From an optimization exercise on the open Yosys and OpenROAD flow, aimed at small area and a short achievable clock period; shortcuts taken in it are not production practice. Only simulation tests tie the RTL to the original design; equivalence was not proved. Power figures rest on the tool's default switching activity, not on a simulated workload.

==> build 98: inputs <==
Design dp_ram_top, start of the top module:
module dp_ram_top (
  input  logic       clk,
  input  logic       rst,
  input  logic       wr_en,
  input  logic [7:0] wr_addr,
  input  logic [7:0] data_in,
  input  logic       rd_en,
  input  logic [7:0] rd_addr,
  output logic [7:0] data_out,
  output logic       rd_valid,
  output logic       init_busy,
  output logic       addr_err
);
==> module dp_ram_bitsel, before the edit <==
module dp_ram_bitsel (
  input  logic en,
  input  logic en_n,
  input  logic d,
  input  logic q,
  output logic y
);
  assign y = (en & d) | (en_n & q);
endmodule
==> module dp_ram_rdsel3, before the edit <==
module dp_ram_rdsel3 (
  input  logic a0,
  input  logic a1,
  input  logic a2,
  input  logic s0,
  input  logic s1,
  input  logic s2,
  output logic y_n
);
  assign y_n = ~((a0 & s0) | (a1 & s1) | (a2 & s2));
endmodule
==> module dp_ram_core, before the edit <==
module dp_ram_core #(
  parameter int unsigned WIDTH  = 8,
  parameter int unsigned ADDR_W = 8,
  parameter int unsigned DEPTH  = 200
) (
  input  logic              clk,
  input  logic              clr,
  input  logic              we,
  input  logic [ADDR_W-1:0] waddr,
  input  logic [WIDTH-1:0]  wdata,
  input  logic [ADDR_W-1:0] raddr,
  output logic [WIDTH-1:0]  rdata_c
);
  localparam int unsigned NGRP = (DEPTH + 2) / 3;
  logic [WIDTH-1:0] mem [DEPTH];
  logic [WIDTH-1:0] mem_d [DEPTH];
  logic [WIDTH-1:0] wdata_c;
  logic [DEPTH-1:0] wen, wen_n;
  logic [3*NGRP-1:0] rsel;
  logic [WIDTH-1:0] rword [3*NGRP];
  logic [NGRP-1:0]  grp_n [WIDTH];
  assign wdata_c = clr ? '0 : wdata;
  always_comb begin
    for (int i = 0; i < DEPTH; i++) begin
      wen[i]   = clr | (we & (waddr == ADDR_W'(i)));
      wen_n[i] = ~wen[i];
    end
    for (int i = 0; i < 3 * NGRP; i++) begin
      rsel[i]  = (i < DEPTH) && (raddr == ADDR_W'(i));
      rword[i] = (i < DEPTH) ? mem[i] : '0;
    end
  end
  for (genvar i = 0; i < DEPTH; i++) begin : g_word
    for (genvar b = 0; b < WIDTH; b++) begin : g_bit
      dp_ram_bitsel u_sel (
        .en   (wen[i]),
        .en_n (wen_n[i]),
        .d    (wdata_c[b]),
        .q    (mem[i][b]),
        .y    (mem_d[i][b])
      );
    end
  end
  always_ff @(posedge clk) begin
    for (int i = 0; i < DEPTH; i++) begin
      mem[i] <= mem_d[i];
    end
  end
  for (genvar g = 0; g < NGRP; g++) begin : g_grp
    for (genvar b = 0; b < WIDTH; b++) begin : g_bit
      dp_ram_rdsel3 u_rd (
        .a0  (rword[3*g][b]),
        .a1  (rword[3*g+1][b]),
        .a2  (rword[3*g+2][b]),
        .s0  (rsel[3*g]),
        .s1  (rsel[3*g+1]),
        .s2  (rsel[3*g+2]),
        .y_n (grp_n[b][g])
      );
    end
  end
  always_comb begin
    for (int b = 0; b < WIDTH; b++) begin
      rdata_c[b] = ~&grp_n[b];
    end
  end
endmodule
==> module dp_ram_param, before the edit <==
module dp_ram_param #(
  parameter int unsigned DATA_W = dp_ram_pkg::DEF_DATA_W,
  parameter int unsigned ADDR_W = dp_ram_pkg::DEF_ADDR_W,
  parameter int unsigned DEPTH  = dp_ram_pkg::DEF_DEPTH
) (
  input  logic              clk,
  input  logic              rst,
  input  logic              wr_en,
  input  logic [ADDR_W-1:0] wr_addr,
  input  logic [DATA_W-1:0] data_in,
  input  logic              rd_en,
  input  logic [ADDR_W-1:0] rd_addr,
  output logic [DATA_W-1:0] data_out,
  output logic              rd_valid,
  output logic              init_busy,
  output logic              addr_err
);
  localparam int unsigned CMP_W = ADDR_W + 1;
  localparam logic [CMP_W-1:0]  DEPTH_L = CMP_W'(DEPTH);
  localparam logic [ADDR_W-1:0] LAST_L  = ADDR_W'(DEPTH - 1);
  logic [ADDR_W-1:0] clr_q;
  logic              busy_q;
  logic [DATA_W-1:0] data_out_q;
  logic              rd_valid_q;
  logic              addr_err_q;
  logic              wr_in_c, rd_in_c;
  logic              rd_ok_c, bypass_c, err_c;
  logic [DATA_W-1:0] core_rdata;
  assign wr_in_c  = ({1'b0, wr_addr} < DEPTH_L);
  assign rd_in_c  = ({1'b0, rd_addr} < DEPTH_L);
  assign rd_ok_c  = ~rst & ~busy_q & rd_en & rd_in_c;
  assign bypass_c = wr_en & (wr_addr == rd_addr);
  assign err_c    = ~rst & ~busy_q & ((wr_en & ~wr_in_c) | (rd_en & ~rd_in_c));
  always_ff @(posedge clk) begin
    if (rst) begin
      busy_q <= 1'b1;
      clr_q  <= '0;
    end else if (busy_q) begin
      busy_q <= (clr_q != LAST_L);
      clr_q  <= clr_q + ADDR_W'(1);
    end
  end
  dp_ram_core #(
    .WIDTH  (DATA_W),
    .ADDR_W (ADDR_W),
    .DEPTH  (DEPTH)
  ) u_core (
    .clk     (clk),
    .clr     (busy_q),
    .we      (wr_en),
    .waddr   (wr_addr),
    .wdata   (data_in),
    .raddr   (rd_addr),
    .rdata_c (core_rdata)
  );
  always_ff @(posedge clk) begin
    rd_valid_q <= rd_ok_c;
    addr_err_q <= err_c;
    if (rst) begin
      data_out_q <= '0;
    end else if (rd_ok_c) begin
      data_out_q <= bypass_c ? data_in : core_rdata;
    end
  end
  assign data_out  = data_out_q;
  assign rd_valid  = rd_valid_q;
  assign init_busy = busy_q;
  assign addr_err  = addr_err_q;
endmodule
clock: 5.0 ns
lec_check: 0
cap_margin: 20
core_margin: 2
core_utilization: 40
setup_slack_margin: 2.5
slew_margin: 20
synth_hierarchical: 1
synth_minimum_keep_size: 0
run.sh (not shown) runs the stock make flow with config.mk's settings and CLKGATE_MAP_FILE= SYNTH_SCRIPT=/design/flow/synth_recipe.tcl, a recipe that flattens the netlist after the stock synthesis.
==> inputs of trial 6, as changes to build 98 <==
==> flow/design.v (replaced) <==
package dp_ram_pkg;
  localparam int unsigned DEF_DATA_W = 8;
  localparam int unsigned DEF_ADDR_W = 8;
  localparam int unsigned DEF_DEPTH  = 256;
  typedef enum logic {
    ST_INIT  = 1'b0,
    ST_READY = 1'b1
  } state_t;
endpackage
module dp_ram_core #(
  parameter int unsigned WIDTH  = 8,
  parameter int unsigned ADDR_W = 8,
  parameter int unsigned DEPTH  = 256
) (
  input  logic              clk,
  input  logic              we,
  input  logic [ADDR_W-1:0] waddr,
  input  logic [WIDTH-1:0]  wdata,
  input  logic [ADDR_W-1:0] raddr,
  output logic [WIDTH-1:0]  rdata_c
);
  localparam int unsigned IDX_W = (DEPTH > 1) ? $clog2(DEPTH) : 1;
  logic [WIDTH-1:0] mem [DEPTH];
  always_ff @(posedge clk) begin
    if (we) begin
      mem[IDX_W'(waddr)] <= wdata;
    end
  end
  assign rdata_c = mem[IDX_W'(raddr)];
endmodule
module dp_ram_param #(
  parameter int unsigned DATA_W = dp_ram_pkg::DEF_DATA_W,
  parameter int unsigned ADDR_W = dp_ram_pkg::DEF_ADDR_W,
  parameter int unsigned DEPTH  = dp_ram_pkg::DEF_DEPTH
) (
  input  logic              clk,
  input  logic              rst,
  input  logic              wr_en,
  input  logic [ADDR_W-1:0] wr_addr,
  input  logic [DATA_W-1:0] data_in,
  input  logic              rd_en,
  input  logic [ADDR_W-1:0] rd_addr,
  output logic [DATA_W-1:0] data_out,
  output logic              rd_valid,
  output logic              init_busy,
  output logic              addr_err
);
  localparam int unsigned PAR_W = 0;
  localparam int unsigned MEM_W = DATA_W + PAR_W;
  localparam int unsigned CMP_W = ADDR_W + 1;
  localparam logic [CMP_W-1:0]  DEPTH_L = CMP_W'(DEPTH);
  localparam logic [ADDR_W-1:0] LAST_L  = ADDR_W'(DEPTH - 1);
  dp_ram_pkg::state_t state_q, state_d;
  logic [ADDR_W-1:0] clr_q, clr_d;
  logic              core_we;
  logic [ADDR_W-1:0] core_waddr;
  logic [MEM_W-1:0]  core_wdata;
  logic [MEM_W-1:0]  core_rdata;
  logic [MEM_W-1:0]  wr_word;
  logic              ready_c;
  logic              wr_in_c, rd_in_c;
  logic              wr_ok_c, rd_ok_c;
  logic              bypass_c;
  logic              err_c;
  logic [DATA_W-1:0] data_out_q;
  logic              rd_valid_q;
  logic              init_busy_q;
  logic              addr_err_q;
  assign ready_c  = (state_q == dp_ram_pkg::ST_READY);
  assign wr_in_c  = ({1'b0, wr_addr} < DEPTH_L);
  assign rd_in_c  = ({1'b0, rd_addr} < DEPTH_L);
  assign wr_ok_c  = ready_c & wr_en & wr_in_c;
  assign rd_ok_c  = ready_c & rd_en & rd_in_c;
  assign bypass_c = wr_ok_c & rd_ok_c & (wr_addr == rd_addr);
  assign err_c    = ready_c & ((wr_en & ~wr_in_c) | (rd_en & ~rd_in_c));
  assign wr_word = data_in;
  always_ff @(posedge clk) begin
    if (rst) begin
      state_q <= dp_ram_pkg::ST_INIT;
      clr_q   <= '0;
    end else begin
      state_q <= state_d;
      clr_q   <= clr_d;
    end
  end
  always_comb begin
    state_d    = state_q;
    clr_d      = clr_q;
    core_we    = 1'b0;
    core_waddr = wr_addr;
    core_wdata = wr_word;
    case (state_q)
      dp_ram_pkg::ST_INIT: begin
        core_we    = 1'b1;
        core_waddr = clr_q;
        core_wdata = '0;
        if (clr_q == LAST_L) begin
          state_d = dp_ram_pkg::ST_READY;
        end else begin
          clr_d = clr_q + ADDR_W'(1);
        end
      end
      dp_ram_pkg::ST_READY: begin
        core_we = wr_ok_c;
      end
      default: begin
        state_d = dp_ram_pkg::ST_INIT;
      end
    endcase
  end
  dp_ram_core #(
    .WIDTH  (MEM_W),
    .ADDR_W (ADDR_W),
    .DEPTH  (DEPTH)
  ) u_core (
    .clk     (clk),
    .we      (core_we),
    .waddr   (core_waddr),
    .wdata   (core_wdata),
    .raddr   (rd_addr),
    .rdata_c (core_rdata)
  );
  always_ff @(posedge clk) begin
    if (rst) begin
      data_out_q  <= '0;
      rd_valid_q  <= 1'b0;
      init_busy_q <= 1'b1;
      addr_err_q  <= 1'b0;
    end else begin
      rd_valid_q  <= rd_ok_c;
      init_busy_q <= (state_d == dp_ram_pkg::ST_INIT);
      addr_err_q  <= err_c;
      if (rd_ok_c) begin
        data_out_q <= bypass_c ? data_in : core_rdata[DATA_W-1:0];
      end
    end
  end
  assign data_out  = data_out_q;
  assign rd_valid  = rd_valid_q;
  assign init_busy = init_busy_q;
  assign addr_err  = addr_err_q;
endmodule
module dp_ram_top (
  input  logic       clk,
  input  logic       rst,
  input  logic       wr_en,
  input  logic [7:0] wr_addr,
  input  logic [7:0] data_in,
  input  logic       rd_en,
  input  logic [7:0] rd_addr,
  output logic [7:0] data_out,
  output logic       rd_valid,
  output logic       init_busy,
  output logic       addr_err
);
  dp_ram_param #(
    .DATA_W (8),
    .ADDR_W (8),
    .DEPTH  (200)
  ) u_ram (
    .clk       (clk),
    .rst       (rst),
    .wr_en     (wr_en),
    .wr_addr   (wr_addr),
    .data_in   (data_in),
    .rd_en     (rd_en),
    .rd_addr   (rd_addr),
    .data_out  (data_out),
    .rd_valid  (rd_valid),
    .init_busy (init_busy),
    .addr_err  (addr_err)
  );
endmodule
- SETUP_SLACK_MARGIN: 2.5 -> not set
- SYNTH_HIERARCHICAL: 1 -> not set
- SYNTH_MINIMUM_KEEP_SIZE: 0 -> not set
==> qor summary <==
item                                                               trial 6                  build 98
Overall die area                                               162000 um^2               148000 um^2
Skew final                                                       0.0221 ns                 0.0199 ns
Relative max-transition margin                                       20.7%                     26.7%
HPWL after detailed placement                                       108 mm                    141 mm
Die Y-Extent                                                        402 um                    384 um
Total leakage power                                              0.0249 uW                 0.0262 uW
Synth Instances                                                       3032                      4857
Critical Path Source                                         u_ram.state_q                rd_addr[2]
Met1 routing resource usage after global routing                     30.7%                     41.0%
Cell Area, Synth                                                63400 um^2                57800 um^2
Number of warnings printed during yosys synthesis                        2                        14
Total sequential power                                            14700 uW                  12900 uW
Startpoint Class                                                      flop             primary input
Complex-gate fraction of the synthesized area                        2.48%                     37.8%
Gpl congestion                                                       0.906                     0.943
Status                                             complete, no violations   complete, no violations
Part of the cycle the worst path needs                               84.9%                     61.3%
Type of the setup path with the least slack                        reg2reg                    in2reg
Layout multi-input combinational cell count                           1218                      3074
Endpoint with the worst hold slack                     u_ram.data_out_q[2]  u_ram.u_core.mem[166][5]

========
==> violet: inputs <==
Another version of the RTL of dp_ram_top (not shown whole).
Design dp_ram_top, start of the top module:
module dp_ram_top (
  input  logic       clk,
  input  logic       rst,
  input  logic       wr_en,
  input  logic [7:0] wr_addr,
  input  logic [7:0] data_in,
  input  logic       rd_en,
  input  logic [7:0] rd_addr,
  output logic [7:0] data_out,
  output logic       rd_valid,
  output logic       init_busy,
  output logic       addr_err
);
  dp_ram_param #(
    .DATA_W (8),
    .ADDR_W (8),
    .DEPTH  (200)
  ) u_ram (
    .clk       (clk),
    .rst       (rst),
    .wr_en     (wr_en),
    .wr_addr   (wr_addr),
    .data_in   (data_in),
    .rd_en     (rd_en),
    .rd_addr   (rd_addr),
    .data_out  (data_out),
    .rd_valid  (rd_valid),
    .init_busy (init_busy),
    .addr_err  (addr_err)
  );
endmodule
export LEC_CHECK = 0
export CAP_MARGIN = 20
export CORE_MARGIN = 2
export CORE_UTILIZATION = 40
export SETUP_SLACK_MARGIN = 3.0
export SLEW_MARGIN = 20
export SYNTH_HIERARCHICAL = 1
export SYNTH_MINIMUM_KEEP_SIZE = 0
create_clock -name core_clock -period 5.0 [get_ports {clk}]
standard.sh (not shown) runs the stock make flow with config.mk's settings and CLKGATE_MAP_FILE= SYNTH_SCRIPT=/design/flow/synth_recipe.tcl, a recipe that flattens the netlist after the stock synthesis.
==> flow/flow/run.sh <==
#!/bin/bash
# Standard layout, with a clock tree of larger sink clusters and no dummy loads.
set -euo pipefail
export CTS_ARGS="-sink_clustering_enable -repair_clock_nets -dont_use_dummy_load -sink_clustering_size 24 -sink_clustering_max_diameter 100 -buf_list sky130_fd_sc_hd__clkbuf_16"
bash standard.sh > standard.log 2>&1
==> juniper: changes against violet <==
- SETUP_SLACK_MARGIN: 3.0 -> 2.5
==> qor summary <==
quantity	violet	juniper
Outcome	complete, no violations	complete, no violations
Nets@finish	5800	5751
Cell Count, Final, Fillers Out	7786	7736
Met2 Track Usage GR	43.22%	40.87%
All-Layer GR Usage	29.60%	28.05%
Met2 routed WL	102800 µm	96730 µm
Routed wire length	246100 µm	229000 µm
Global-route wire length before repair	343800 µm	328900 µm
Min Tclk post-route	2.775 ns	2.860 ns
Maximum clock frequency	360.4 MHz	349.6 MHz
DR WL met3	29350 µm	23310 µm
Maximum number of pins on one net before global-route repair	108	151
Final core utilization	48.71%	47.19%
Fill cell total of the finished layout	13287	13500
Combinational Power Share	4.8%	4.3%
Post-Route M1 WL	103000 µm	99410 µm
Post-layout instance area	72780 µm²	70510 µm²
GR Layer Usage met1	41.84%	40.28%
Ratio of total power to cell area	287.6 nW/µm²	294.4 nW/µm²
HP Start	u_ram.u_core.mem[101][4]	u_ram.u_core.mem[101][3]
Worst setup skew after layout	0.08722 ns	0.08509 ns
Clock-pin slew of the registers on the worst-case setup and hold paths	0.10 ns	0.09 ns
Worst-case hold path end point	u_ram.u_core.mem[101][4]	u_ram.u_core.mem[101][3]
Worst Setup EP	u_ram.data_out_q[5]	u_ram.data_out_q[1]

========
==> fjord: inputs <==
dp_ram_top, a different RTL version from the one above (not shown whole).
export LEC_CHECK = 0
export CAP_MARGIN = 20
export CORE_MARGIN = 2
export CORE_UTILIZATION = 40
export SETUP_SLACK_MARGIN = 2.5
export SLEW_MARGIN = 20
export SYNTH_HIERARCHICAL = 1
export SYNTH_MINIMUM_KEEP_SIZE = 0
create_clock -name core_clock -period 5.0 [get_ports {clk}]
==> flow/flow/run.sh <==
#!/bin/bash
# Standard layout with two changes: port buffers are buf_4 (instead of the
# delay-cell buffers buffer_ports picks by default), and the clock tree uses
# larger sink clusters of clkbuf_16 with no dummy loads.
set -euo pipefail
export BUFFER_PORTS_ARGS="-buffer_cell sky130_fd_sc_hd__buf_4"
export CTS_ARGS="-sink_clustering_enable -repair_clock_nets -dont_use_dummy_load -sink_clustering_size 24 -sink_clustering_max_diameter 100 -buf_list sky130_fd_sc_hd__clkbuf_16"
bash standard.sh > standard.log 2>&1
==> xenon: changes against fjord <==
--- a/flow/design.v
+++ b/flow/design.v
@@ -150,18 +150,16 @@
   logic [WIDTH-1:0] mem [DEPTH];
   logic [WIDTH-1:0] mem_d [DEPTH];
   logic [WIDTH-1:0] wdata_c;
   logic [DEPTH-1:0] wen, wen_n;
   logic [DEPTH-1:0] rsel_n;
-  logic             s_mem_n;
   logic [100*WIDTH-1:0] t0;
   logic [50*WIDTH-1:0] t1;
   logic [13*WIDTH-1:0] t2;
   logic [7*WIDTH-1:0] t3;
-  logic [2*WIDTH-1:0] t4;
+  logic [3*WIDTH-1:0] t4;
   assign wdata_c = clr ? '0 : wdata;
-  assign s_mem_n = ~s_mem;
   localparam int unsigned NLO = 16;
   localparam int unsigned NHI = (DEPTH + NLO - 1) / NLO;
   logic [NLO-1:0] wlo, wlo_n, rlo;
   logic [NHI-1:0] whi, whi_n, rhi;
   always_comb begin
@@ -366,13 +364,14 @@
     dp_ram_nor2 u_l3_2 (.a(t2[b*13+4 +: 2]), .y(t3[b*7+2]));
     dp_ram_nor2 u_l3_3 (.a(t2[b*13+6 +: 2]), .y(t3[b*7+3]));
     dp_ram_nor2 u_l3_4 (.a(t2[b*13+8 +: 2]), .y(t3[b*7+4]));
     dp_ram_nor2 u_l3_5 (.a(t2[b*13+10 +: 2]), .y(t3[b*7+5]));
     dp_ram_nor1 u_l3_6 (.a(t2[b*13+12 +: 1]), .y(t3[b*7+6]));
-    dp_ram_nand4 u_l4_0 (.a(t3[b*7+0 +: 4]), .y(t4[b*2+0]));
-    dp_ram_nand3 u_l4_1 (.a(t3[b*7+4 +: 3]), .y(t4[b*2+1]));
-    dp_ram_oai31 u_out (.a({s_mem_n, t4[b*2 +: 2]}), .b(x_n[b]), .y(dout_d[b]));
+    dp_ram_nand4 u_l4_0 (.a({s_mem, t3[b*7+0 +: 3]}), .y(t4[b*3+0]));
+    dp_ram_nand3 u_l4_1 (.a({s_mem, t3[b*7+3 +: 2]}), .y(t4[b*3+1]));
+    dp_ram_nand3 u_l4_2 (.a({s_mem, t3[b*7+5 +: 2]}), .y(t4[b*3+2]));
+    dp_ram_oai31 u_out (.a(t4[b*3 +: 3]), .b(x_n[b]), .y(dout_d[b]));
   end
 endmodule
 module dp_ram_param #(
   parameter int unsigned DATA_W = dp_ram_pkg::DEF_DATA_W,
   parameter int unsigned ADDR_W = dp_ram_pkg::DEF_ADDR_W,
==> run summary <==
xenon completed without violations. fjord ran to the end with no violations. Of xenon and fjord, xenon has the higher fmax (gap 1.7%, measured against fjord). Between fjord and xenon, the lower worst hold slack is in fjord (gap 0.0075 ns). Between xenon and fjord, the lower non-clock buffer count is in fjord (gap 12). In area after synthesis, xenon and fjord hardly differ. Utilization: fjord is higher than xenon (0.059 points).

==> afterwards: timing with drivers on the ports <==
Ports are ideal in the flow. The routed layouts listed here were re-timed in OpenROAD. Step 1 assumes that a clkbuf_16 drives the clock port and a buf_2 every other input. Step 2, shift: input delay + t, output delay - t, t = (earliest + latest rising clock arrival at the registers) / 2. This alone moves slack from input paths to output paths. Three values: ideal ports, drivers, drivers and shift; two values: the first two.
run | t (ns) | slack for setup (ns) | clock arrival spread, ns | worst data-port slew with drivers (ns) | cell pins on the clock port's net
build 98 | 0.889 | 1.935 / 1.852 / 0.963 | 0.028 / 0.027 | 0.24 | 1
trial 6 | 0.860 | 0.754 / 0.754 / 0.054 | 0.032 / 0.032 | 0.07 | 1
violet | 0.779 | 2.225 / 2.172 / 1.393 | 0.101 / 0.101 | 0.19 | 1
juniper | 0.779 | 2.140 / 2.169 / 1.389 | 0.097 / 0.097 | 0.19 | 1
fjord | 0.778 | 2.274 / 2.283 / 1.504 | 0.049 / 0.049 | 0.07 | 1
xenon | 0.783 | 2.320 / 2.335 / 1.552 | 0.059 / 0.060 | 0.08 | 1
After both steps every run listed still meets setup and hold. The setup slack of build 98, which loses most, moves by -0.083 ns with the drivers and by -0.972 ns with both steps.
